Context: an optimization exercise on an open-source flow, tuned for small area. The choices shown serve that exercise and are no tape-out recipe.
In this exercise RTL edits were held to simulation tests only and were not proved equivalent to the original.
Power figures rest on the tool's default switching activity, not on a simulated workload.

==> design/flow/design.v <==
package parking_pkg;
	typedef logic [15:0] plate_t;
	typedef logic [2:0] floor_t;  
	typedef logic [7:0] fee_t;
	typedef enum logic {
		order_park,
		order_retrieve
	} order_kind_t;
	typedef enum logic [2:0] {
		st_idle,         
		st_plate_swap,   
		st_load,         
		st_travel_out,
		st_store,        
		st_pickup,       
		st_travel_home
	} elevator_state_t;
	localparam int NUM_FLOORS = 7;
	localparam int QUEUE_DEPTH = 8;
	localparam logic [3:0] CLASS_HANDICAPPED = 4'b1001;
	localparam logic [3:0] CLASS_HYBRID = 4'b1000;
	localparam fee_t FEE_MAX = 8'd255;
endpackage
`timescale 1ns/100ps
module order_queue (
	input logic clock,
	input logic reset,
	input logic park_req,
	input logic retrieve_req,
	input parking_pkg::plate_t order_plate,
	input logic order_take,
	output logic order_valid,
	output parking_pkg::order_kind_t order_kind,
	output parking_pkg::plate_t order_plate_q,
	output logic order_dropped
);
	parking_pkg::plate_t plate_mem [0:parking_pkg::QUEUE_DEPTH-1];
	logic kind_mem [0:parking_pkg::QUEUE_DEPTH-1];
	logic [parking_pkg::QUEUE_DEPTH-1:0] rd_hot;
	logic rd_lap;
	logic [2:0] wr_ptr;
	logic wr_lap;
	logic [parking_pkg::QUEUE_DEPTH-1:0] wr_hot;
	logic same_slot;
	logic strobe;
	logic full;
	logic push;
	always_comb begin
		for (int i = 0; i < parking_pkg::QUEUE_DEPTH; i++)
			wr_hot[i] = (wr_ptr == 3'(i));
	end
	assign same_slot = |(rd_hot & wr_hot);
	assign strobe = park_req || retrieve_req;
	assign full = same_slot && (rd_lap != wr_lap);
	assign push = strobe && !full;
	assign order_valid = !(same_slot && (rd_lap == wr_lap));
	always_comb begin
		logic kind_q;
		kind_q = 1'b0;
		order_plate_q = '0;
		for (int i = 0; i < parking_pkg::QUEUE_DEPTH; i++) begin
			order_plate_q = order_plate_q | (plate_mem[i] & {16{rd_hot[i]}});
			kind_q = kind_q | (kind_mem[i] & rd_hot[i]);
		end
		order_kind = parking_pkg::order_kind_t'(kind_q);
	end
	always_ff @(posedge clock) begin
		for (int i = 0; i < parking_pkg::QUEUE_DEPTH; i++) begin
			if (push && wr_hot[i]) begin
				plate_mem[i] <= order_plate;
				kind_mem[i] <= retrieve_req;
			end
		end
	end
	always_ff @(posedge clock or posedge reset) begin
		if (reset) begin
			rd_hot <= 8'b0000_0001;
			rd_lap <= 1'b0;
			wr_ptr <= '0;
			wr_lap <= 1'b0;
			order_dropped <= 1'b0;
		end else begin
			order_dropped <= strobe && full;
			if (push)
				{wr_lap, wr_ptr} <= {wr_lap, wr_ptr} + 1'b1;
			if (order_take) begin  
				rd_hot <= {rd_hot[6:0], rd_hot[7]};
				rd_lap <= rd_lap ^ rd_hot[7];
			end
		end
	end
endmodule
`timescale 1ns/100ps
module fee_meter (
	input logic clock,
	input logic start,    
	input logic run,      
	output logic [7:0] count
);
	logic step;
	assign step = run && !(&count);
	always_ff @(posedge clock) begin
		count <= start ? 8'd1 : count + {7'b0, step};
	end
endmodule
`timescale 1ns/100ps
module slot_table (
	input logic clock,
	input logic reset,
	input logic store_strobe,
	input parking_pkg::plate_t store_plate,
	input logic clear_strobe,
	input parking_pkg::floor_t spot_floor,
	input logic spot_place,
	input logic suv_query,
	input parking_pkg::plate_t hit_plate,
	output parking_pkg::floor_t free_floor,
	output logic free_place,
	output logic free_found,
	output parking_pkg::floor_t hit_floor,
	output logic hit_place,
	output logic hit_found,
	output logic [7:0] spot_count,
	output logic full_sedan,
	output logic full_suv
);
	parking_pkg::plate_t spots [1:parking_pkg::NUM_FLOORS][2];
	logic [7:0] counts [1:parking_pkg::NUM_FLOORS][2];
	logic valid [1:parking_pkg::NUM_FLOORS][2];
	logic sel [1:parking_pkg::NUM_FLOORS][2];
	always_comb begin
		for (int f = 1; f <= parking_pkg::NUM_FLOORS; f++)
			for (int p = 0; p < 2; p++)
				sel[f][p] = (spot_floor == parking_pkg::floor_t'(f)) && (spot_place == (p == 1));
	end
	always_ff @(posedge clock or posedge reset) begin
		if (reset) begin
			for (int f = 1; f <= parking_pkg::NUM_FLOORS; f++) begin
				valid[f][0] <= 1'b0;
				valid[f][1] <= 1'b0;
			end
		end else begin
			for (int f = 1; f <= parking_pkg::NUM_FLOORS; f++)
				for (int p = 0; p < 2; p++)
					if (sel[f][p] && (store_strobe || clear_strobe))
						valid[f][p] <= store_strobe;
		end
	end
	always_ff @(posedge clock) begin
		for (int f = 1; f <= parking_pkg::NUM_FLOORS; f++)
			for (int p = 0; p < 2; p++)
				if (sel[f][p] && store_strobe)
					spots[f][p] <= store_plate;
	end
	always_comb begin
		full_sedan = 1'b1;
		full_suv = 1'b1;
		for (int f = 1; f <= parking_pkg::NUM_FLOORS; f++) begin
			if (f % 2 == 0)
				full_sedan = full_sedan && valid[f][0] && valid[f][1];
			else
				full_suv = full_suv && valid[f][0] && valid[f][1];
		end
	end
	always_comb begin
		logic allowed;
		free_found = 1'b0;
		free_floor = '0;
		free_place = 1'b0;
		for (int f = 1; f <= parking_pkg::NUM_FLOORS; f++) begin
			allowed = (f % 2 == 1) ? (suv_query || full_sedan) : !suv_query;
			if (allowed && !free_found && !(valid[f][0] && valid[f][1])) begin
				free_found = 1'b1;
				free_floor = parking_pkg::floor_t'(f);
				free_place = valid[f][0];  
			end
		end
	end
	always_comb begin
		hit_found = 1'b0;
		hit_floor = '0;
		hit_place = 1'b0;
		spot_count = '0;
		for (int f = 1; f <= parking_pkg::NUM_FLOORS; f++) begin
			for (int p = 0; p < 2; p++) begin
				if (!hit_found && valid[f][p] && spots[f][p] == hit_plate) begin
					hit_found = 1'b1;
					hit_floor = parking_pkg::floor_t'(f);
					hit_place = (p == 1);
				end
				spot_count = spot_count | (counts[f][p] & {8{sel[f][p]}});
			end
		end
	end
	for (genvar f = 1; f <= parking_pkg::NUM_FLOORS; f++) begin : g_floor
		for (genvar p = 0; p < 2; p++) begin : g_place
			fee_meter meter_i (
				.clock(clock),
				.start(store_strobe && sel[f][p]),
				.run(valid[f][p] && !(clear_strobe && sel[f][p])),
				.count(counts[f][p])
			);
		end
	end
endmodule
`timescale 1ns/100ps
module elevator_controller (
	input logic clock,
	input logic reset,
	input logic order_valid,
	input parking_pkg::order_kind_t order_kind,
	input parking_pkg::plate_t order_plate_q,
	input parking_pkg::floor_t free_floor,
	input logic free_place,
	input logic free_found,
	input parking_pkg::floor_t hit_floor,
	input logic hit_place,
	input logic hit_found,
	input logic [7:0] spot_count,
	output logic order_take,
	output logic suv_query,
	output logic store_strobe,
	output parking_pkg::plate_t store_plate,
	output logic clear_strobe,
	output parking_pkg::floor_t spot_floor,
	output logic spot_place,
	output parking_pkg::floor_t current_floor,
	output logic plate_type,
	output logic park_done,
	output logic car_out,
	output parking_pkg::plate_t car_out_plate,
	output parking_pkg::fee_t fee,
	output logic order_rejected
);
	parking_pkg::elevator_state_t state;
	parking_pkg::elevator_state_t state_next;
	parking_pkg::order_kind_t kind_r;  
	logic [15:1] plate_r;  
	logic swap_needed;
	logic load_reject;
	logic arriving_home;
	logic [3:0] car_class;
	assign swap_needed = (order_plate_q[0] != plate_type);
	assign load_reject = ({plate_r, plate_type} == '0) || !free_found;
	assign suv_query = plate_type;
	assign order_take = (state == parking_pkg::st_idle) && order_valid;
	assign store_strobe = (state == parking_pkg::st_store);
	assign clear_strobe = (state == parking_pkg::st_pickup);
	assign store_plate = {plate_r, plate_type};
	assign park_done = (state == parking_pkg::st_store);
	assign car_out_plate = {plate_r, plate_type};
	assign car_class = plate_r[15:12];
	always_comb begin
		if (car_class == parking_pkg::CLASS_HANDICAPPED)
			fee = '0;
		else if (car_class == parking_pkg::CLASS_HYBRID)
			fee = spot_count;
		else
			fee = spot_count[7] ? parking_pkg::FEE_MAX : {spot_count[6:0], 1'b0};
	end
	assign order_rejected = (order_take && order_kind == parking_pkg::order_retrieve && !hit_found)
		|| (state == parking_pkg::st_load && load_reject);
	assign arriving_home = (current_floor == 3'd1)
		&& (state == parking_pkg::st_pickup
		|| (state == parking_pkg::st_travel_home && kind_r == parking_pkg::order_retrieve));
	always_comb begin
		state_next = state;
		case (state)
			parking_pkg::st_idle: begin
				if (order_valid) begin
					if (order_kind == parking_pkg::order_park)
						state_next = swap_needed ? parking_pkg::st_plate_swap : parking_pkg::st_load;
					else if (hit_found)
						state_next = swap_needed ? parking_pkg::st_plate_swap
							: parking_pkg::st_travel_out;
				end
			end
			parking_pkg::st_plate_swap: begin
				state_next = (kind_r == parking_pkg::order_park) ? parking_pkg::st_load
					: parking_pkg::st_travel_out;
			end
			parking_pkg::st_load:
				state_next = load_reject ? parking_pkg::st_idle : parking_pkg::st_travel_out;
			parking_pkg::st_travel_out: begin
				if (parking_pkg::floor_t'(current_floor + 3'd1) == spot_floor)
					state_next = (kind_r == parking_pkg::order_park) ? parking_pkg::st_store
						: parking_pkg::st_pickup;
			end
			parking_pkg::st_store, parking_pkg::st_pickup:
				state_next = (current_floor == 3'd1) ? parking_pkg::st_idle
					: parking_pkg::st_travel_home;
			parking_pkg::st_travel_home: begin
				if (current_floor == 3'd1)
					state_next = parking_pkg::st_idle;
			end
			default: state_next = parking_pkg::st_idle;
		endcase
	end
	always_ff @(posedge clock or posedge reset) begin
		if (reset) begin
			state <= parking_pkg::st_idle;
			current_floor <= '0;
			plate_type <= 1'b0;  
			car_out <= 1'b0;
		end else begin
			state <= state_next;
			car_out <= arriving_home;
			case (state)
				parking_pkg::st_plate_swap: plate_type <= !plate_type;
				parking_pkg::st_travel_out: current_floor <= current_floor + 3'd1;
				parking_pkg::st_store, parking_pkg::st_travel_home, parking_pkg::st_pickup:
					current_floor <= current_floor - 3'd1;  
				default: ;
			endcase
		end
	end
	always_ff @(posedge clock) begin
		if (order_take) begin
			plate_r <= order_plate_q[15:1];
			kind_r <= order_kind;
			spot_floor <= hit_floor;  
			spot_place <= hit_place;
		end else if (state == parking_pkg::st_load) begin
			spot_floor <= free_floor;
			spot_place <= free_place;
		end
	end
endmodule
`timescale 1ns/100ps
module parking_lot_top (
	input logic clock,
	input logic reset,
	input logic park_req,
	input logic retrieve_req,
	input parking_pkg::plate_t order_plate,
	output parking_pkg::floor_t current_floor,
	output logic plate_type,
	output logic park_done,
	output parking_pkg::floor_t park_floor,
	output logic park_place,
	output logic car_out,
	output parking_pkg::plate_t car_out_plate,
	output parking_pkg::fee_t fee,
	output logic order_rejected,
	output logic order_dropped,
	output logic full_sedan,
	output logic full_suv
);
	logic order_valid;
	logic order_take;
	parking_pkg::order_kind_t order_kind;
	parking_pkg::plate_t order_plate_q;
	logic suv_query;
	parking_pkg::plate_t store_plate;
	logic store_strobe;
	logic clear_strobe;
	parking_pkg::floor_t free_floor;
	logic free_place;
	logic free_found;
	parking_pkg::floor_t hit_floor;
	logic hit_place;
	logic hit_found;
	logic [7:0] spot_count;
	order_queue queue_i (
		.clock(clock),
		.reset(reset),
		.park_req(park_req),
		.retrieve_req(retrieve_req),
		.order_plate(order_plate),
		.order_take(order_take),
		.order_valid(order_valid),
		.order_kind(order_kind),
		.order_plate_q(order_plate_q),
		.order_dropped(order_dropped)
	);
	elevator_controller controller_i (
		.clock(clock),
		.reset(reset),
		.order_valid(order_valid),
		.order_kind(order_kind),
		.order_plate_q(order_plate_q),
		.free_floor(free_floor),
		.free_place(free_place),
		.free_found(free_found),
		.hit_floor(hit_floor),
		.hit_place(hit_place),
		.hit_found(hit_found),
		.spot_count(spot_count),
		.order_take(order_take),
		.suv_query(suv_query),
		.store_strobe(store_strobe),
		.store_plate(store_plate),
		.clear_strobe(clear_strobe),
		.spot_floor(park_floor),
		.spot_place(park_place),
		.current_floor(current_floor),
		.plate_type(plate_type),
		.park_done(park_done),
		.car_out(car_out),
		.car_out_plate(car_out_plate),
		.fee(fee),
		.order_rejected(order_rejected)
	);
	slot_table slots_i (
		.clock(clock),
		.reset(reset),
		.store_strobe(store_strobe),
		.store_plate(store_plate),
		.clear_strobe(clear_strobe),
		.spot_floor(park_floor),
		.spot_place(park_place),
		.suv_query(suv_query),
		.hit_plate(order_plate_q),
		.free_floor(free_floor),
		.free_place(free_place),
		.free_found(free_found),
		.hit_floor(hit_floor),
		.hit_place(hit_place),
		.hit_found(hit_found),
		.spot_count(spot_count),
		.full_sedan(full_sedan),
		.full_suv(full_suv)
	);
endmodule
==> design/flow/flow/run.sh <==
#!/bin/bash
# Own layout flow: the standard ORFS flow (standard.sh) with these changes:
#  - synthesis is ORFS's own synth.tcl, except that its single abc call maps
#    the logic with each of the area-oriented ABC scripts flow/abc_try_*.script
#    and keeps the smallest mapping (flow/abc_multi.tcl); abc maps only the
#    combinational logic, so the registers, their names and cell types are the
#    standard synthesis's;
#  - after synthesis, the platform's don't-use list is extended with the large
#    buffers and inverters (flow/dont_use.txt), so that repair fixes slew with
#    small buffers;
#  - the port buffers are buf_1 cells;
#  - CTS clusters up to 16 sinks per clkbuf_8 and inserts no dummy loads.
# Each make run's full output goes to a log file of its own in this folder.
set -euo pipefail
W=$(pwd)
rm -rf "$W/scripts"
cp -r "$FLOW_HOME/scripts" "$W/scripts"
cp "$W/flow/abc_multi.tcl" "$W"/flow/abc_try_*.script "$W/scripts/"
python3 - "$W/scripts/synth.tcl" <<'PY'
import sys
p = sys.argv[1]
s = open(p).read()
old = "  log_cmd abc {*}$abc_args\n"
assert s.count(old) == 1, "synth.tcl: abc call not found"
open(p, "w").write(s.replace(old, "  source $::env(SCRIPTS_DIR)/abc_multi.tcl\n"))
PY
export ABC_TRY_SCRIPTS="$(ls "$W"/scripts/abc_try_*.script | tr '\n' ' ')"
ARGS=("SCRIPTS_DIR=$W/scripts"
	"BUFFER_PORTS_ARGS=-buffer_cell sky130_fd_sc_hd__buf_1"
	"CTS_ARGS=-sink_clustering_enable -repair_clock_nets -dont_use_dummy_load -buf_list sky130_fd_sc_hd__clkbuf_8 -sink_clustering_size 16 -sink_clustering_max_diameter 70")
bash standard.sh "${ARGS[@]}" synth > "$W/synth.log" 2>&1
grep "abc_multi:" "$W/orfs/logs/$FLOW_PLATFORM/parking_lot_top/base/1_2_yosys.log" || true
bash standard.sh "${ARGS[@]}" "DONT_USE_CELLS=$(cat "$W/flow/dont_use.txt")" finish > "$W/layout.log" 2>&1
==> design/flow/flow/abc_multi.tcl <==
# Maps the design with each ABC script in ABC_TRY_SCRIPTS and keeps the
# mapping with the smallest cell area. Sourced by synth.tcl in place of its
# single abc call; abc maps only the combinational logic, so the registers are
# the same whichever mapping is kept.
design -save abc_multi_pre
set abc_multi_best_area ""
set abc_multi_best ""
foreach abc_multi_script $::env(ABC_TRY_SCRIPTS) {
  design -load abc_multi_pre
  set abc_multi_args [lreplace $abc_args 1 1 $abc_multi_script]
  log_cmd abc {*}$abc_multi_args
  set abc_multi_stat [tee -q -s result.string stat {*}$lib_args]
  if { ![regexp {Chip area for (?:top )?module '[^']*': ([0-9.eE+-]+)} $abc_multi_stat -> abc_multi_area] } {
    error "abc_multi: no area for $abc_multi_script"
  }
  puts "abc_multi: $abc_multi_script area $abc_multi_area"
  if { $abc_multi_best_area eq "" || $abc_multi_area < $abc_multi_best_area } {
    set abc_multi_best_area $abc_multi_area
    set abc_multi_best $abc_multi_script
    design -save abc_multi_best
  }
}
design -load abc_multi_best
puts "abc_multi: kept $abc_multi_best area $abc_multi_best_area"
==> design/flow/flow/abc_try_b4.script <==
&get -n
&st
&dch
&nf -a
&put
strash
&get -n
&st
&dch
&nf -a
&put
topo
stime -c
==> design/flow/flow/abc_try_c3.script <==
&get -n
&st
&dch -f
&nf -a
&put
strash
&get -n
&st
&dch -f
&nf -a
&put
topo
stime -c
==> design/flow/flow/abc_try_e3.script <==
&get -n
&st
&dch
&nf -a
&put
strash
&get -n
&st
&dch
&nf -a
&put
mfs3 -a
topo
stime -c
==> design/flow/flow/abc_try_f1.script <==
&get -n
&st
&dch
&nf -a
&put
mfs3 -a
strash
&get -n
&st
&dch
&nf -a
&put
mfs3 -a
topo
stime -c
==> design/flow/flow/abc_try_f5.script <==
&get -n
&st
&dch -f
&nf -a
&put
mfs3 -a
strash
&get -n
&st
&dch -f
&nf -a
&put
mfs3 -a
topo
stime -c
==> design/flow/flow/dont_use.txt <==
sky130_fd_sc_hd__probe_p_8 sky130_fd_sc_hd__probec_p_8 sky130_fd_sc_hd__lpflow_bleeder_1 sky130_fd_sc_hd__lpflow_clkbufkapwr_1 sky130_fd_sc_hd__lpflow_clkbufkapwr_16 sky130_fd_sc_hd__lpflow_clkbufkapwr_2 sky130_fd_sc_hd__lpflow_clkbufkapwr_4 sky130_fd_sc_hd__lpflow_clkbufkapwr_8 sky130_fd_sc_hd__lpflow_clkinvkapwr_1 sky130_fd_sc_hd__lpflow_clkinvkapwr_16 sky130_fd_sc_hd__lpflow_clkinvkapwr_2 sky130_fd_sc_hd__lpflow_clkinvkapwr_4 sky130_fd_sc_hd__lpflow_clkinvkapwr_8 sky130_fd_sc_hd__lpflow_decapkapwr_12 sky130_fd_sc_hd__lpflow_decapkapwr_3 sky130_fd_sc_hd__lpflow_decapkapwr_4 sky130_fd_sc_hd__lpflow_decapkapwr_6 sky130_fd_sc_hd__lpflow_decapkapwr_8 sky130_fd_sc_hd__lpflow_inputiso0n_1 sky130_fd_sc_hd__lpflow_inputiso0p_1 sky130_fd_sc_hd__lpflow_inputiso1n_1 sky130_fd_sc_hd__lpflow_inputiso1p_1 sky130_fd_sc_hd__lpflow_inputisolatch_1 sky130_fd_sc_hd__lpflow_isobufsrc_1 sky130_fd_sc_hd__lpflow_isobufsrc_16 sky130_fd_sc_hd__lpflow_isobufsrc_2 sky130_fd_sc_hd__lpflow_isobufsrc_4 sky130_fd_sc_hd__lpflow_isobufsrc_8 sky130_fd_sc_hd__lpflow_isobufsrckapwr_16 sky130_fd_sc_hd__lpflow_lsbuf_lh_hl_isowell_tap_1 sky130_fd_sc_hd__lpflow_lsbuf_lh_hl_isowell_tap_2 sky130_fd_sc_hd__lpflow_lsbuf_lh_hl_isowell_tap_4 sky130_fd_sc_hd__lpflow_lsbuf_lh_isowell_4 sky130_fd_sc_hd__lpflow_lsbuf_lh_isowell_tap_1 sky130_fd_sc_hd__lpflow_lsbuf_lh_isowell_tap_2 sky130_fd_sc_hd__lpflow_lsbuf_lh_isowell_tap_4 sky130_fd_sc_hd__buf_6 sky130_fd_sc_hd__buf_8 sky130_fd_sc_hd__buf_12 sky130_fd_sc_hd__buf_16 sky130_fd_sc_hd__bufbuf_8 sky130_fd_sc_hd__bufbuf_16 sky130_fd_sc_hd__bufinv_8 sky130_fd_sc_hd__bufinv_16 sky130_fd_sc_hd__inv_6 sky130_fd_sc_hd__inv_8 sky130_fd_sc_hd__inv_12 sky130_fd_sc_hd__inv_16
==> design/flow/standard.sh <==
#!/bin/bash
# synth_recipe.tcl (not shown) runs the flow's synth.tcl, then flattens the netlist and writes it again
# the make line also repeats each setting of config.mk as NAME=value (left out here)
make -C /OpenROAD-flow-scripts/flow DESIGN_CONFIG=/design/flow/config.mk WORK_HOME=/design/flow/orfs CLKGATE_MAP_FILE= SYNTH_SCRIPT=/design/flow/synth_recipe.tcl "${@:-finish}"
==> design/flow/config.mk <==
export PLATFORM = sky130hd
export DESIGN_NAME = parking_lot_top
export DESIGN_NICKNAME = parking_lot_top
export VERILOG_FILES = /design/flow/design.v
export SDC_FILE = /design/flow/constraint.sdc
export NUM_CORES = 4
export LEC_CHECK = 0
export CAP_MARGIN = 20
export CORE_MARGIN = 2
export CORE_UTILIZATION = 40
export SLEW_MARGIN = 20
==> design/flow/constraint.sdc <==
create_clock -name core_clock -period 10.0 [get_ports {clock}]
set_input_delay 2.0000 -clock core_clock [delete_from_list [all_inputs] [get_ports {clock}]]
set_output_delay 2.0000 -clock core_clock [all_outputs]
set_load 0.01 [all_outputs]
==> flow_metrics.py, run 1 <==
metrics = {
    "cts": {
        "post_cts_buffers": 0,
        "cts_buffers": 41,
        "clockBufferDepth": 3,
        "ctsResizeCount": 0,
        "clkLatencyLatePin_ns": 0.68,
        "cts_tree": "done",
        "cts.sinks": 528,
        "h-tree-depth": 2,
        "path_clk_slew_ns": 0.10,
        "root_buffer": "clkbuf_8",
        "ctsHoldBuffers": 0,
    },
    "global_routing": {
        "grt_pass1_vias": 14990,
        "grt_use_met2_pct": 36.01,
        "grt_pass1_wl_um": 95010,
        "grt_use_met3_pct": 3.937,
        "grtUsageMet1_pct": 31.32,
        "busiest_layer": "met2",
        "grt_max_degree": 25,
        "grt_antenna_before_repair": 3,
        "overflow": 0,
        "grt_usage_pct": 22.46,
    },
    "synthesis": {
        "synth-async-reset-ratio_pct": 6.818,
        "syn_inst": 1684,
        "netlist_area_sq_um": 21840,
        "synth_seq_cells": 528,
        "synth_edf_count": 380,
        "yosys_most_used_dff": "edfxtp_1",
        "synth_fp_nets": 1741,
        "syn_avg_cell_area_sq_um": 12.97,
        "yosysSeqAreaShare_pct": 66.63,
        "ys_warn_count": 13,
        "yosysUniqueCellTypes": 53,
    },
    "setup_path": {
        "reg2reg_from": "queue_i.rd_hot[3]",
        "crit_fanout": 20,
        "cp.arrival_ns": 5.45,
        "cp-startpoint": "queue_i.rd_hot[3]",
        "cp-end-kind": "output port",
        "crit_type": "reg -> out",
        "required_ns": 8.00,
        "worstSetupStartpointType": "flip-flop",
    },
    "timing": {
        "fin_crit_sh_pct": 74.48,
        "timing.setup.tns_ns": 0,
        "maxSlewHeadroom_pct": 22.02,
        "final_max_slew_viol_count": 0,
        "worst_slew_pin_slew_ns": 1.170,
        "hold_violations": 0,
        "fmax_ghz": 0.1343,
        "final-setup-viol-count": 0,
        "hold_slack_ns": 0.4892,
        "finalClockSkew_ns": 0.08409,
        "rsz0062_at_grt": "false",
        "period_needed_ns": 7.448,
    },
    "placed_design": {
        "io_buffers": 57,
        "hpwl_um": 43370,
        "place.gp.congestion": 0.9404,
    },
    "route": {
        "wirelength_um": 63870,
        "vias": 15590,
        "avgRoutedWirePerCell_um": 25.30,
        "drc": 0,
        "firstDrtPassIters": 9,
        "drtIter0Drc": 2216,
        "viasPerCell": 6.177,
        "ant_nets": 0,
    },
    "power_and_ir_drop": {
        "pwr-share-seq_pct": 68.0,
        "power_switching_w": 0.0008226,
        "pwr-share-clk_pct": 28.1,
        "ir_drop_uv": 128.5,
        "internal_power_w": 0.002857,
        "power_density_nw_per_um2": 155.3,
        "combPwrFrac_pct": 3.9,
        "switching_share_pct": 22.35,
        "p_total_w": 0.003680,
        "p_leak_nw": 7.423,
    },
    "die": {
        "fp.dieH_um": 237.7,
        "io_pins": 58,
        "die_area_sq_um": 56490,
        "die_w_um": 237.7,
        "rows": 85,
        "initial_core_util_pct": 40.51,
        "coreArea_sq_um": 53920,
    },
    "status": {
        "status": "no timing/DRC/antenna violations",
    },
    "finish": {
        "drive_gt1_share_pct": 3.178,
        "area_growth_pct": 8.500,
        "nets": 1884,
    },
    "run": {
        "maxCapViolations": 0,
    },
    "hold_path": {
        "worstHoldStart": "queue_i.wr_lap",
        "hold_path.class": "reg -> reg",
    },
}
## flip-flops by register name, summed over array words and instances, names as in the netlist, 8 cells and up
register                               cells
queue_i.kind_mem                           8
queue_i.rd_hot                             8
slots_i.valid                             14
queue_i.plate_mem                        128
slots_i.g_floor.g_place.meter_i.count    112
controller_i.plate_r                      15
slots_i.spots                            224
## stage by stage
stage               util, %  setup slack (ns)  instance area [sq um]  cells
CTS                   43.92             2.407                  23680   2520
finish                43.95             2.552                  23700   2524
floorplan                 -             4.826                  21840   1684
detailed placement    42.87             3.179                  23120   2479
global placement      42.84             2.961                  23100   2478
global route          43.94             2.203                  23700   2522
## routing by layer
metal / routed length, um / part of all wire, %
met5: 13 / 0.020
met4: 1915 / 3.0
met3: 5415 / 8.5
met2: 29130 / 46
met1: 27400 / 43
## cell usage in the layout, fill, tap and decap left out, types with 4 or more instances in the layout
| cell type | instances |
|---|---|
| edfxtp_1 | 380 |
| nand2_1 | 135 |
| nor2_1 | 128 |
| dfxtp_1 | 112 |
| buf_1 | 89 |
| a22oi_1 | 80 |
| xor2_1 | 70 |
| a21oi_1 | 64 |
| clkinv_1 | 61 |
| xnor2_1 | 52 |
| nand3_1 | 48 |
| clkbuf_8 | 41 |
| nor3_1 | 40 |
| and3_1 | 39 |
| o21ai_0 | 39 |
| ha_1 | 37 |
| nand4_1 | 35 |
| dfrtp_1 | 35 |
| o22ai_1 | 32 |
| a31oi_1 | 31 |
| a222oi_1 | 29 |
| a221oi_1 | 28 |
| and4_1 | 23 |
| and2_0 | 23 |
| nand2b_1 | 19 |
| nor4_1 | 18 |
| a311oi_1 | 16 |
| a211oi_1 | 12 |
| o2111ai_1 | 12 |
| a2111oi_0 | 11 |
| buf_2 | 11 |
| o211ai_1 | 9 |
| a22o_1 | 8 |
| nor2b_1 | 6 |
| a221o_1 | 5 |
| or4_1 | 5 |
| o221ai_1 | 4 |
## layout make-up
cell class,count,area (sq um)
Fill cell,4894,30220
Tap cell,696,870.8
Antenna cell,3,7.507
Inverter,61,229.0
Sequential cell,528,14560
Clock buffer,41,564.3
Timing Repair Buffer,101,396.6
Multi-Input combinational cell,1094,7077
## power by group through the flow
stage	Clock, W	Combinational (W)	Sequential, W
6_report	0.00103	0.000144	0.00250
5_1_grt	0.00113	0.000161	0.00251
4_1_cts	0.00106	0.000147	0.00250
3_5_place_dp	0	0.000146	0.00255
3_3_place_gp	0	0.000146	0.00255
2_1_floorplan	0	0.0000829	0.00253
## logic make-up after synthesis
logic type      count (synthesis)  synth area share, %
buf+inv                        62                1.083
simple gates                  534                12.09
flops                         528                66.63
xor+xnor                      122                4.892
compound gates                401                13.18
fa+ha+maj                      37                2.119
## cells in the mapped netlist, types with 2 or more instances
cell       number  share of area [%]
a21o_1          2              0.069
a21boi_0        3               0.10
nor3_1         40               0.92
and2_0         25               0.72
nand3_1        48                1.1
a32o_1          2              0.092
a221oi_1       28                1.1
xor2_1         70                2.8
nor2b_1         8               0.23
nand4_1        35                1.0
a21oi_1        64                1.5
dfxtp_1       112                 10
a311oi_1       16               0.64
a22oi_1        80                2.7
nand3b_1        2              0.069
o22ai_1        32               0.92
a41oi_1         2              0.080
nand2_1       135                2.3
o2111ai_1      12               0.48
o211ai_1        9               0.31
or2_0           3              0.086
clkinv_1       61                1.0
a2111oi_0      11               0.44
o311ai_0        2              0.080
a211oi_1       12               0.41
a222oi_1       29                1.3
nand4b_1        2              0.080
nor2_1        130                2.2
and3_1         39                1.1
a221o_1         5               0.23
edfxtp_1      380                 52
nand2b_1       19               0.54
a22o_1          8               0.32
nor4_1         18               0.52
o21ai_0        39               0.89
o221ai_1        4               0.16
dfrtp_1        35                4.0
a31o_1          3               0.12
a31oi_1        31               0.89
xnor2_1        52                2.1
and4_1         23               0.92
or4_1           5               0.17
o22a_1          2              0.080
ha_1           37                2.1
## critical path, stage by stage, from the launching register on
cell	delay, ns
dfrtp_1	0.71
a222oi_1	0.44
and3_1	0.70
buf_1	0.65
o22ai_1	0.17
a221o_1	0.29
a2111oi_0	0.47
o2111ai_1	0.28
o311ai_0	0.21
nor4_1	0.14
buf_1	0.20
nand4_1	0.15
o22ai_1	0.14
buf_1	0.17
## final timing paths
check	end	slack (ns)	depth (start not counted)
setup / recovery	order_rejected	2.55	13
hold / removal	queue_i.wr_lap	0.49	1
setup reg to reg	controller_i.spot_floor[0]	4.45	12
hold reg to reg	queue_i.wr_lap	0.49	1
max in group asynchronous	queue_i.rd_hot[0]	7.69	3
min in group asynchronous	slots_i.valid[1]	1.38	2
==> inputs of run 2 (changes only) <==
--- a/design/flow/config.mk
+++ b/design/flow/config.mk
@@ -8,4 +8,5 @@
 export CAP_MARGIN = 20
 export CORE_MARGIN = 2
 export CORE_UTILIZATION = 40
+export GPL_TIMING_DRIVEN = 0
 export SLEW_MARGIN = 20
==> run 2 against run 1 <==
Compared with the run above:
- non-clock buffer count fell by 31
- routed wire length fell by 4.6%
- setup slack improved by 0.14 ns
- power fell by 0.16%
- register-to-register slack improved by 0.34 ns
- synthesized cell count did not move
- largest cell class unchanged
==> flow_metrics.py, run 2 <==
metrics = {
    "die": {
        "die_area_sq_um": 56490,
        "coreArea_sq_um": 53920,
        "fp.dieH_um": 237.7,
        "die_w_um": 237.7,
        "io_pins": 58,
        "initial_core_util_pct": 40.51,
        "rows": 85,
    },
    "placed_design": {
        "hpwl_um": 37610,
        "post-place-ws_ns": 3.399,
        "io_buffers": 57,
        "placedCellCount": 2448,
        "place.gp.congestion": 0.8823,
    },
    "cts": {
        "post_cts_buffers": 0,
        "ctsResizeCount": 0,
        "root_buffer": "clkbuf_8",
        "clkLatencyLatePin_ns": 0.68,
        "ctsHoldBuffers": 0,
        "clockBufferDepth": 3,
        "path_clk_slew_ns": 0.09,
        "cts_tree": "done",
        "cts_buffers": 40,
        "h-tree-depth": 2,
        "cts.sinks": 528,
    },
    "synthesis": {
        "syn_avg_cell_area_sq_um": 12.97,
        "ys_warn_count": 13,
        "yosysUniqueCellTypes": 53,
        "synth_seq_cells": 528,
        "yosysSeqAreaShare_pct": 66.63,
        "synth_area_leaders": "edfxtp_1 (52%), dfxtp_1 (10%), dfrtp_1 (4.0%)",
        "synth_edf_count": 380,
        "netlist_area_sq_um": 21840,
        "yosys_most_used_dff": "edfxtp_1",
        "synth_top_area_share_pct": 52.24,
        "synth-async-reset-ratio_pct": 6.818,
        "synth.most_common_cell": "edfxtp_1",
        "synth_common_cells": "edfxtp_1 (380), nand2_1 (135), nor2_1 (130)",
        "synth_area_leader_cell": "edfxtp_1",
        "syn_inst": 1684,
        "synth_fp_nets": 1741,
    },
    "route": {
        "drtIter0Drc": 1843,
        "avgRoutedWirePerCell_um": 24.47,
        "drc": 0,
        "wl_met1_um": 26760,
        "viasPerCell": 6.092,
        "vias": 15170,
        "wl_met2_um": 27950,
        "firstDrtPassIters": 9,
        "ant_nets": 0,
        "wirelength_um": 60960,
        "wl_met3_um": 4860,
        "highest_layer": "met4",
    },
    "finish": {
        "register_area_sq_um": 14560,
        "layout_common_cells": "edfxtp_1 (380), nand2_1 (135), nor2_1 (125)",
        "largest_reg_flops": 224,
        "finalNonFillerCells": 2491,
        "drive_gt1_share_pct": 4.629,
        "layout_commonest_cell": "edfxtp_1",
        "area_growth_pct": 8.323,
        "multi_input_area_sq_um": 7133,
        "fillers": 4920,
        "nets": 1852,
        "regMostFlops": "slots_i.spots",
    },
    "power_and_ir_drop": {
        "ir_drop_uv": 126.6,
        "pwr-share-clk_pct": 28.1,
        "p_leak_nw": 7.396,
        "power_switching_w": 0.0008236,
        "internal_power_w": 0.002850,
        "power_density_nw_per_um2": 155.3,
        "switching_share_pct": 22.42,
        "pwr-share-seq_pct": 67.9,
        "combPwrFrac_pct": 4.0,
    },
    "timing": {
        "fin_crit_sh_pct": 73.07,
        "timing.setup.tns_ns": 0,
        "finalClockSkew_ns": 0.09269,
        "final_max_slew_viol_count": 0,
        "period_needed_ns": 7.307,
        "rsz0062_at_grt": "false",
        "worst_slack_ns": 2.693,
        "maxSlewHeadroom_pct": 24.17,
        "worst_slew_pin_slew_ns": 1.138,
        "hold_violations": 0,
        "fmax_ghz": 0.1369,
        "final-setup-viol-count": 0,
    },
    "setup_path": {
        "slowest_stage": "nor4_1",
        "crit_type": "reg -> out",
        "cp.arrival_ns": 5.31,
        "r2r_end": "controller_i.spot_floor[0]",
        "crit_chain": "a222oi_1 > and3_2 > xnor2_1 > or4_1 > nor4_1 > a21oi_1 > nand4b_1 > nor4_1 > nand4_1 > o22ai_1 > buf_1",
        "reg2reg_depth": 12,
        "regToRegSetupSlack_ns": 4.79,
        "max_stage_delay_ns": 0.90,
        "crit_top_cell": "nor4_1",
        "worstSetupStartpointType": "flip-flop",
        "required_ns": 8.00,
        "cp-end-kind": "output port",
        "crit_fanout": 23,
        "reg2reg_from": "queue_i.rd_hot[2]",
    },
    "global_routing": {
        "grt_pass1_vias": 14660,
        "grt_pass1_wl_um": 91400,
        "grt_antenna_before_repair": 2,
        "grt_usage_pct": 21.52,
        "overflow": 0,
        "grt_max_degree": 37,
    },
    "hold_path": {
        "hold_path.class": "reg -> reg",
        "holdPathStages": 1,
        "worstHoldStart": "queue_i.wr_lap",
        "worstHoldEndpoint": "queue_i.wr_lap",
    },
    "run": {
        "maxCapViolations": 0,
    },
    "status": {
        "status": "no timing/DRC/antenna violations",
    },
}
-- run 2: cell counts after synthesis --
No cell type changed its count.
-- run 2: metal layers --
metal,vias up,GRT usage (%)
li1,6821,-
met1,7590,30.84
met2,665,34.02
met3,98,2.996
met4,0,6.537
met5,-,0
-- run 2: worst max-delay path by stage --
stage,start,end,cells past startpoint
6_report,queue_i.rd_hot[2],order_rejected,11
5_1_grt,queue_i.rd_hot[3],order_rejected,13
4_1_cts,queue_i.rd_hot[4],order_rejected,13
3_5_place_dp,queue_i.rd_hot[3],order_rejected,13
3_3_place_gp,queue_i.rd_hot[2],order_rejected,11
2_1_floorplan,queue_i.rd_hot[3],order_rejected,12
-- run 2: logic make-up after synthesis --
family | after synthesis | synth area share (%)
adders and majority gates | 37 | 2.119
DFF | 528 | 66.63
and+or+nand+nor | 534 | 12.09
buffers and inverters | 62 | 1.083
xor gates and xnor gates | 122 | 4.892
AOI/OAI and AO/OA | 401 | 13.18
-- run 2: final cells by class --
class                      instances  share of cell area (%)
sequential                       528                   61.52
multi-input combinational       1094                   30.15
tap                              696                   3.680
clock buffer                      40                   2.327
timing repair buffer              69                   1.301
inverter                          61                  0.9730
buffer                             1                 0.03173
antenna                            2                 0.02115
-- run 2: metrics by stage --
step	area, sq um	hold slack [ns]	power, W	util [%]
5_1_grt	23660	0.5169	0.003798	43.88
2_1_floorplan	21840	0.4604	0.002618	-
3_3_place_gp	22930	0.4810	0.002682	42.52
6_report	23660	0.4958	0.003674	43.88
4_1_cts	23640	0.4998	0.003708	43.85
3_5_place_dp	23090	0.4868	0.002698	42.83
-- run 2: power by group through the flow --
| stage | logic, W | clock network (W) | registers (W) |
|---|---|---|---|
| 3_3_place_gp | 0.000139 | 0 | 0.00254 |
| 6_report | 0.000149 | 0.00103 | 0.00249 |
| 4_1_cts | 0.000154 | 0.00106 | 0.00249 |
| 2_1_floorplan | 0.0000829 | 0 | 0.00253 |
| 5_1_grt | 0.000168 | 0.00113 | 0.00250 |
| 3_5_place_dp | 0.000154 | 0 | 0.00254 |
-- run 2: critical path: cells and delay by family (launching register included) --
| family | cells | cell delay [ns] |
|---|---|---|
| flip-flops | 1 | 0.79 |
| XOR/XNOR | 1 | 0.19 |
| buffers and inverters | 1 | 0.20 |
| AND/OR/NAND/NOR | 6 | 2.40 |
| AO/OA/AOI/OAI | 3 | 1.10 |
==> inputs of run 3 (changes only) <==
--- a/design/flow/design.v
+++ b/design/flow/design.v
@@ -36,57 +36,34 @@
 );
 	parking_pkg::plate_t plate_mem [0:parking_pkg::QUEUE_DEPTH-1];
 	logic kind_mem [0:parking_pkg::QUEUE_DEPTH-1];
-	logic [parking_pkg::QUEUE_DEPTH-1:0] rd_hot;
-	logic rd_lap;
-	logic [2:0] wr_ptr;
-	logic wr_lap;
-	logic [parking_pkg::QUEUE_DEPTH-1:0] wr_hot;
-	logic same_slot;
+	logic [3:0] rd_ptr;
+	logic [3:0] wr_ptr;
 	logic strobe;
 	logic full;
 	logic push;
-	always_comb begin
-		for (int i = 0; i < parking_pkg::QUEUE_DEPTH; i++)
-			wr_hot[i] = (wr_ptr == 3'(i));
-	end
-	assign same_slot = |(rd_hot & wr_hot);
 	assign strobe = park_req || retrieve_req;
-	assign full = same_slot && (rd_lap != wr_lap);
+	assign full = (wr_ptr ^ rd_ptr) == 4'b1000;
 	assign push = strobe && !full;
-	assign order_valid = !(same_slot && (rd_lap == wr_lap));
-	always_comb begin
-		logic kind_q;
-		kind_q = 1'b0;
-		order_plate_q = '0;
-		for (int i = 0; i < parking_pkg::QUEUE_DEPTH; i++) begin
-			order_plate_q = order_plate_q | (plate_mem[i] & {16{rd_hot[i]}});
-			kind_q = kind_q | (kind_mem[i] & rd_hot[i]);
-		end
-		order_kind = parking_pkg::order_kind_t'(kind_q);
-	end
+	assign order_valid = (wr_ptr != rd_ptr);
+	assign order_kind = parking_pkg::order_kind_t'(kind_mem[rd_ptr[2:0]]);
+	assign order_plate_q = plate_mem[rd_ptr[2:0]];
 	always_ff @(posedge clock) begin
-		for (int i = 0; i < parking_pkg::QUEUE_DEPTH; i++) begin
-			if (push && wr_hot[i]) begin
-				plate_mem[i] <= order_plate;
-				kind_mem[i] <= retrieve_req;
-			end
+		if (push) begin
+			plate_mem[wr_ptr[2:0]] <= order_plate;
+			kind_mem[wr_ptr[2:0]] <= retrieve_req;
 		end
 	end
 	always_ff @(posedge clock or posedge reset) begin
 		if (reset) begin
-			rd_hot <= 8'b0000_0001;
-			rd_lap <= 1'b0;
+			rd_ptr <= '0;
 			wr_ptr <= '0;
-			wr_lap <= 1'b0;
 			order_dropped <= 1'b0;
 		end else begin
 			order_dropped <= strobe && full;
 			if (push)
-				{wr_lap, wr_ptr} <= {wr_lap, wr_ptr} + 1'b1;
-			if (order_take) begin  
-				rd_hot <= {rd_hot[6:0], rd_hot[7]};
-				rd_lap <= rd_lap ^ rd_hot[7];
-			end
+				wr_ptr <= wr_ptr + 1'b1;
+			if (order_take)  
+				rd_ptr <= rd_ptr + 1'b1;
 		end
 	end
 endmodule
@@ -235,20 +212,20 @@
 	parking_pkg::elevator_state_t state;
 	parking_pkg::elevator_state_t state_next;
 	parking_pkg::order_kind_t kind_r;  
-	logic [15:1] plate_r;  
+	parking_pkg::plate_t plate_r;
 	logic swap_needed;
 	logic load_reject;
 	logic arriving_home;
 	logic [3:0] car_class;
 	assign swap_needed = (order_plate_q[0] != plate_type);
-	assign load_reject = ({plate_r, plate_type} == '0) || !free_found;
-	assign suv_query = plate_type;
+	assign load_reject = (plate_r == '0) || !free_found;
+	assign suv_query = plate_r[0];
 	assign order_take = (state == parking_pkg::st_idle) && order_valid;
 	assign store_strobe = (state == parking_pkg::st_store);
 	assign clear_strobe = (state == parking_pkg::st_pickup);
-	assign store_plate = {plate_r, plate_type};
+	assign store_plate = plate_r;
 	assign park_done = (state == parking_pkg::st_store);
-	assign car_out_plate = {plate_r, plate_type};
+	assign car_out_plate = plate_r;
 	assign car_class = plate_r[15:12];
 	always_comb begin
 		if (car_class == parking_pkg::CLASS_HANDICAPPED)
@@ -316,7 +293,7 @@
 	end
 	always_ff @(posedge clock) begin
 		if (order_take) begin
-			plate_r <= order_plate_q[15:1];
+			plate_r <= order_plate_q;
 			kind_r <= order_kind;
 			spot_floor <= hit_floor;  
 			spot_place <= hit_place;
==> design/flow/flow/run.sh (replaced) <==
#!/bin/bash
# Own layout flow: the standard ORFS flow (standard.sh) with these changes:
#  - ABC maps the logic with an area-oriented script (flow/abc_area.script) in
#    place of ORFS's speed script; every other synthesis step is unchanged, so
#    the registers, their names and cell types are the standard synthesis's;
#  - after synthesis, the platform's don't-use list is extended with the large
#    buffers, inverters and logic gates of drive 4 and
#    up (flow/dont_use.txt), so that repair fixes slew with small buffers;
#  - the port buffers are buf_1 cells;
#  - CTS clusters up to 26 sinks per clkbuf_16 and inserts no dummy loads.
# Each make run's full output goes to a log file of its own in this folder.
set -euo pipefail
W=$(pwd)
rm -rf "$W/scripts"
cp -r "$FLOW_HOME/scripts" "$W/scripts"
cp "$W/flow/abc_area.script" "$W/scripts/abc_speed.script"
ARGS=("SCRIPTS_DIR=$W/scripts"
	"BUFFER_PORTS_ARGS=-buffer_cell sky130_fd_sc_hd__buf_1"
	"CTS_ARGS=-sink_clustering_enable -repair_clock_nets -dont_use_dummy_load -buf_list sky130_fd_sc_hd__clkbuf_16 -sink_clustering_size 26 -sink_clustering_max_diameter 100")
bash standard.sh "${ARGS[@]}" synth > "$W/synth.log" 2>&1
bash standard.sh "${ARGS[@]}" "DONT_USE_CELLS=$(cat "$W/flow/dont_use.txt")" finish > "$W/layout.log" 2>&1
==> design/flow/flow/abc_area.script (new file) <==
&get -n
&st
&dch
&nf -a
&put
topo
stime -c
==> design/flow/flow/dont_use.txt (replaced) <==
sky130_fd_sc_hd__probe_p_8 sky130_fd_sc_hd__probec_p_8 sky130_fd_sc_hd__lpflow_bleeder_1 sky130_fd_sc_hd__lpflow_clkbufkapwr_1 sky130_fd_sc_hd__lpflow_clkbufkapwr_16 sky130_fd_sc_hd__lpflow_clkbufkapwr_2 sky130_fd_sc_hd__lpflow_clkbufkapwr_4 sky130_fd_sc_hd__lpflow_clkbufkapwr_8 sky130_fd_sc_hd__lpflow_clkinvkapwr_1 sky130_fd_sc_hd__lpflow_clkinvkapwr_16 sky130_fd_sc_hd__lpflow_clkinvkapwr_2 sky130_fd_sc_hd__lpflow_clkinvkapwr_4 sky130_fd_sc_hd__lpflow_clkinvkapwr_8 sky130_fd_sc_hd__lpflow_decapkapwr_12 sky130_fd_sc_hd__lpflow_decapkapwr_3 sky130_fd_sc_hd__lpflow_decapkapwr_4 sky130_fd_sc_hd__lpflow_decapkapwr_6 sky130_fd_sc_hd__lpflow_decapkapwr_8 sky130_fd_sc_hd__lpflow_inputiso0n_1 sky130_fd_sc_hd__lpflow_inputiso0p_1 sky130_fd_sc_hd__lpflow_inputiso1n_1 sky130_fd_sc_hd__lpflow_inputiso1p_1 sky130_fd_sc_hd__lpflow_inputisolatch_1 sky130_fd_sc_hd__lpflow_isobufsrc_1 sky130_fd_sc_hd__lpflow_isobufsrc_16 sky130_fd_sc_hd__lpflow_isobufsrc_2 sky130_fd_sc_hd__lpflow_isobufsrc_4 sky130_fd_sc_hd__lpflow_isobufsrc_8 sky130_fd_sc_hd__lpflow_isobufsrckapwr_16 sky130_fd_sc_hd__lpflow_lsbuf_lh_hl_isowell_tap_1 sky130_fd_sc_hd__lpflow_lsbuf_lh_hl_isowell_tap_2 sky130_fd_sc_hd__lpflow_lsbuf_lh_hl_isowell_tap_4 sky130_fd_sc_hd__lpflow_lsbuf_lh_isowell_4 sky130_fd_sc_hd__lpflow_lsbuf_lh_isowell_tap_1 sky130_fd_sc_hd__lpflow_lsbuf_lh_isowell_tap_2 sky130_fd_sc_hd__lpflow_lsbuf_lh_isowell_tap_4 sky130_fd_sc_hd__buf_6 sky130_fd_sc_hd__buf_8 sky130_fd_sc_hd__buf_12 sky130_fd_sc_hd__buf_16 sky130_fd_sc_hd__bufbuf_8 sky130_fd_sc_hd__bufbuf_16 sky130_fd_sc_hd__bufinv_8 sky130_fd_sc_hd__bufinv_16 sky130_fd_sc_hd__inv_6 sky130_fd_sc_hd__inv_8 sky130_fd_sc_hd__inv_12 sky130_fd_sc_hd__inv_16 sky130_fd_sc_hd__a2111o_4 sky130_fd_sc_hd__a2111oi_4 sky130_fd_sc_hd__a211o_4 sky130_fd_sc_hd__a211oi_4 sky130_fd_sc_hd__a21bo_4 sky130_fd_sc_hd__a21boi_4 sky130_fd_sc_hd__a21o_4 sky130_fd_sc_hd__a21oi_4 sky130_fd_sc_hd__a221o_4 sky130_fd_sc_hd__a221oi_4 sky130_fd_sc_hd__a22o_4 sky130_fd_sc_hd__a22oi_4 sky130_fd_sc_hd__a2bb2o_4 sky130_fd_sc_hd__a2bb2oi_4 sky130_fd_sc_hd__a311o_4 sky130_fd_sc_hd__a311oi_4 sky130_fd_sc_hd__a31o_4 sky130_fd_sc_hd__a31oi_4 sky130_fd_sc_hd__a32o_4 sky130_fd_sc_hd__a32oi_4 sky130_fd_sc_hd__a41o_4 sky130_fd_sc_hd__a41oi_4 sky130_fd_sc_hd__and2_4 sky130_fd_sc_hd__and2b_4 sky130_fd_sc_hd__and3_4 sky130_fd_sc_hd__and3b_4 sky130_fd_sc_hd__and4_4 sky130_fd_sc_hd__and4b_4 sky130_fd_sc_hd__and4bb_4 sky130_fd_sc_hd__fa_4 sky130_fd_sc_hd__ha_4 sky130_fd_sc_hd__maj3_4 sky130_fd_sc_hd__mux2_4 sky130_fd_sc_hd__mux2_8 sky130_fd_sc_hd__mux2i_4 sky130_fd_sc_hd__mux4_4 sky130_fd_sc_hd__nand2_4 sky130_fd_sc_hd__nand2_8 sky130_fd_sc_hd__nand2b_4 sky130_fd_sc_hd__nand3_4 sky130_fd_sc_hd__nand3b_4 sky130_fd_sc_hd__nand4_4 sky130_fd_sc_hd__nand4b_4 sky130_fd_sc_hd__nand4bb_4 sky130_fd_sc_hd__nor2_4 sky130_fd_sc_hd__nor2_8 sky130_fd_sc_hd__nor2b_4 sky130_fd_sc_hd__nor3_4 sky130_fd_sc_hd__nor3b_4 sky130_fd_sc_hd__nor4_4 sky130_fd_sc_hd__nor4b_4 sky130_fd_sc_hd__nor4bb_4 sky130_fd_sc_hd__o2111a_4 sky130_fd_sc_hd__o2111ai_4 sky130_fd_sc_hd__o211a_4 sky130_fd_sc_hd__o211ai_4 sky130_fd_sc_hd__o21a_4 sky130_fd_sc_hd__o21ai_4 sky130_fd_sc_hd__o21ba_4 sky130_fd_sc_hd__o21bai_4 sky130_fd_sc_hd__o221a_4 sky130_fd_sc_hd__o221ai_4 sky130_fd_sc_hd__o22a_4 sky130_fd_sc_hd__o22ai_4 sky130_fd_sc_hd__o2bb2a_4 sky130_fd_sc_hd__o2bb2ai_4 sky130_fd_sc_hd__o311a_4 sky130_fd_sc_hd__o311ai_4 sky130_fd_sc_hd__o31a_4 sky130_fd_sc_hd__o31ai_4 sky130_fd_sc_hd__o32a_4 sky130_fd_sc_hd__o32ai_4 sky130_fd_sc_hd__o41a_4 sky130_fd_sc_hd__o41ai_4 sky130_fd_sc_hd__or2_4 sky130_fd_sc_hd__or2b_4 sky130_fd_sc_hd__or3_4 sky130_fd_sc_hd__or3b_4 sky130_fd_sc_hd__or4_4 sky130_fd_sc_hd__or4b_4 sky130_fd_sc_hd__or4bb_4 sky130_fd_sc_hd__sdlclkp_4 sky130_fd_sc_hd__xnor2_4 sky130_fd_sc_hd__xnor3_4 sky130_fd_sc_hd__xor2_4 sky130_fd_sc_hd__xor3_4
removed: design/flow/flow/abc_multi.tcl
removed: design/flow/flow/abc_try_b4.script
removed: design/flow/flow/abc_try_c3.script
removed: design/flow/flow/abc_try_e3.script
removed: design/flow/flow/abc_try_f1.script
removed: design/flow/flow/abc_try_f5.script
==> run 3 against run 2 <==
Compared with the run above:
- utilization is 0.57 points higher
- synthesized area is 0.97% higher
- count of clock-buffer cells in the layout is 16 lower
- still clean on timing, DRC and antenna
- sequential power is 41% higher
- critical path depth is 3 higher
- critical endpoint unchanged
==> flow_metrics.py, run 3 <==
metrics = {
    "synthesis": {
        "synth_top_area_share_pct": 51.87,
        "yosys_most_used_dff": "edfxtp_1",
        "synth_common_cells": "edfxtp_1 (381), nor2_1 (176), nand2_1 (121)",
        "synth_area_leader_cell": "edfxtp_1",
        "synth.most_common_cell": "edfxtp_1",
        "syn_avg_cell_area_sq_um": 13.46,
        "ys_warn_count": 11,
        "synth_edf_count": 381,
        "syn_inst": 1639,
        "synth_area_leaders": "edfxtp_1 (52%), dfxtp_1 (10%), xor2_1 (3.9%)",
        "netlist_area_sq_um": 22050,
        "synth_fp_nets": 1692,
        "synth-async-reset-ratio_pct": 5.916,
        "yosysSeqAreaShare_pct": 65.56,
        "synth_seq_cells": 524,
        "yosysUniqueCellTypes": 59,
    },
    "timing": {
        "period_needed_ns": 7.488,
        "rsz0062_at_grt": "false",
        "fin_crit_sh_pct": 74.88,
        "hold_violations": 0,
        "final_max_slew_viol_count": 0,
        "hold_slack_ns": 0.5017,
        "fmax_ghz": 0.1335,
        "maxSlewHeadroom_pct": 25.49,
        "final-setup-viol-count": 0,
        "finalClockSkew_ns": 0.03825,
        "worst_slack_ns": 2.512,
        "timing.setup.tns_ns": 0,
        "worst_slew_pin_slew_ns": 1.118,
    },
    "die": {
        "coreArea_sq_um": 54770,
        "die_w_um": 238.8,
        "rows": 86,
        "initial_core_util_pct": 40.27,
        "die_area_sq_um": 57030,
        "fp.dieH_um": 238.8,
        "io_pins": 58,
    },
    "cts": {
        "post_cts_buffers": 0,
        "cts_buffers": 24,
        "clockBufferDepth": 3,
        "cts_tree": "done",
        "path_clk_slew_ns": 0.10,
        "ctsHoldBuffers": 0,
        "h-tree-depth": 1,
        "cts.sinks": 524,
        "ctsResizeCount": 0,
        "root_buffer": "clkbuf_16",
        "clkLatencyLatePin_ns": 0.59,
    },
    "status": {
        "status": "no timing/DRC/antenna violations",
    },
    "power_and_ir_drop": {
        "ir_drop_uv": 199.2,
        "p_leak_nw": 7.961,
        "p_total_w": 0.007385,
        "power_density_nw_per_um2": 303.3,
    },
    "setup_path": {
        "crit_chain": "buf_4 > mux4_2 > mux2i_2 > buf_4 > o22ai_1 > a221oi_1 > o2111ai_1 > or4_1 > and4_1 > nand4b_1 > and4b_1 > nand4_1 > o21ai_0 > buf_1",
        "max_stage_delay_ns": 0.64,
        "crit_type": "reg -> out",
        "required_ns": 8.00,
        "crit_top_cell": "buf_4",
        "cp-end-kind": "output port",
        "crit_buf_inv": 3,
        "cp.arrival_ns": 5.49,
        "slowest_stage": "mux2i_2",
        "worstSetupStartpointType": "flip-flop",
        "cp_top_family": "simple AND/OR/NAND/NOR gates",
        "crit_fanout": 25,
    },
    "route": {
        "avgRoutedWirePerCell_um": 23.20,
        "ant_nets": 0,
        "wirelength_um": 57800,
        "viasPerCell": 5.900,
        "drtIter0Drc": 1770,
        "vias": 14700,
        "firstDrtPassIters": 6,
        "drc": 0,
    },
    "finish": {
        "area_growth_pct": 10.39,
        "regMostFlops": "slots_i.spots",
        "n_antenna_cell": 0,
        "layout_commonest_cell": "edfxtp_1",
        "drive_gt1_share_pct": 9.457,
        "largest_reg_flops": 224,
        "layout_common_cells": "edfxtp_1 (381), nor2_1 (156), nand2_1 (120)",
        "nets": 1842,
        "post-route-util_pct": 44.45,
    },
    "run": {
        "maxCapViolations": 0,
    },
    "global_routing": {
        "grt_max_degree": 34,
        "grt_antenna_before_repair": 2,
        "overflow": 0,
        "grt_pass1_wl_um": 87050,
        "grt_usage_pct": 20.20,
        "grt_pass1_vias": 13970,
    },
    "placed_design": {
        "place.gp.congestion": 0.8576,
        "hpwl_um": 40010,
        "post-place-ws_ns": 3.070,
        "io_buffers": 57,
    },
    "hold_path": {
        "hold_path.class": "reg -> reg",
    },
}
==> run 3: cell types whose count changed in the layout (fill, tap and decap cells not counted), moves of 33 or more <==
cell	delta
and3_1	-33
mux4_2	+34
clkbuf_8	-41
buf_4	+42
a22oi_1	-69
clkinv_1	-34
==> run 3: metal layers <==
layer	GRT usage (%)	up-vias	part of all wire (%)
met1	28.99	7430	44
met3	2.760	65	7.2
met5	0	-	0.014
met4	4.205	2	1.6
li1	-	6643	-
met2	32.88	557	47
==> run 3: path summary, 6_finish.rpt <==
path                                         from                    end  slack, ns  cells after the start
worst min-delay path            queue_i.wr_ptr[3]      queue_i.wr_ptr[3]       0.50                      1
worst max register to register  queue_i.rd_ptr[0]  controller_i.state[0]       4.62                     15
min in group asynchronous                   reset      queue_i.wr_ptr[1]       1.48                      2
worst min register to register  queue_i.wr_ptr[3]      queue_i.wr_ptr[3]       0.50                      1
max in group asynchronous                   reset      queue_i.rd_ptr[0]       8.07                      2
worst max-delay path            queue_i.rd_ptr[0]         order_rejected       2.51                     14
==> run 3: cell type report <==
| type | instances | area (sq um) |
|---|---|---|
| well taps | 704 | 880.8 |
| fillers | 4898 | 30420 |
| multi-input cells | 1088 | 7614 |
| plain buffers | 1 | 7.507 |
| flip-flops and latches | 524 | 14470 |
| clock buffers | 24 | 600.6 |
| inverters | 26 | 98.84 |
| repair buffers | 124 | 679.4 |
==> run 3: worst reg2reg max path, delay by kind of cell (launching register included) <==
| kind | cells | cell delay (ns) |
|---|---|---|
| AOI/OAI and AO/OA | 4 | 0.70 |
| buffers and inverters | 2 | 0.84 |
| DFF | 1 | 0.60 |
| muxes | 3 | 1.57 |
| and+or+nand+nor | 6 | 1.55 |
==> run 3: report_power, final <==
part / switching [W] / internal [W] / total (W)
Combinational: 0.00175 / 0.00107 / 0.00282
Clock: 0.000636 / 0.000431 / 0.00107
Sequential: 0.000623 / 0.00287 / 0.00350
==> run 3: logic make-up (layout without fill, tap and decap cells) <==
group	count (synthesis)	count (layout)	synth area share (%)
adders and majority gates	33	33	1.872
DFF	524	524	65.56
and+or+nand+nor	532	532	11.51
xor gates and xnor gates	167	167	6.632
muxes	53	53	4.351
AOI/OAI and AO/OA	303	303	9.599
buffers and inverters	27	175	0.4765
==> run 3: stage by stage <==
stage               area [sq um]  cells
floorplan                  22050   1639
global placement           23150   2400
detailed placement         23750   2467
CTS                        24350   2491
global route               24350   2491
finish                     24350   2491

## separate check: timing with driven ports
No port has a modelled driver above. Below, the same layouts with a new extraction and two added sets of constraints. Step 1 (the two cells are an assumption about what drives the block):
set clk [get_ports {clock}]
set_driving_cell -lib_cell sky130_fd_sc_hd__clkbuf_16 $clk
set_driving_cell -lib_cell sky130_fd_sc_hd__buf_2 [delete_from_list [all_inputs] $clk]
Step 2 adds t to the input delays and takes it off the output delays; t is the mean of the earliest and latest rising clock arrival at the registers after step 1. Input paths then give back, and output paths get back, about the clock's delay inside the block. a / b / c = no drivers / after step 1 / after step 2; a / b = the first two.
run | shift t [ns] | setup slack, ns | slew at the worst register clock pin (ns)
run 1 | 0.689 | 2.552 / 2.497 / 3.186 | 0.10 / 0.10
run 2 | 0.688 | 2.693 / 2.640 / 3.327 | 0.11 / 0.11
run 3 | 0.625 | 2.512 / 2.455 / 3.080 | 0.11 / 0.11
After both steps every run listed still meets setup and hold.
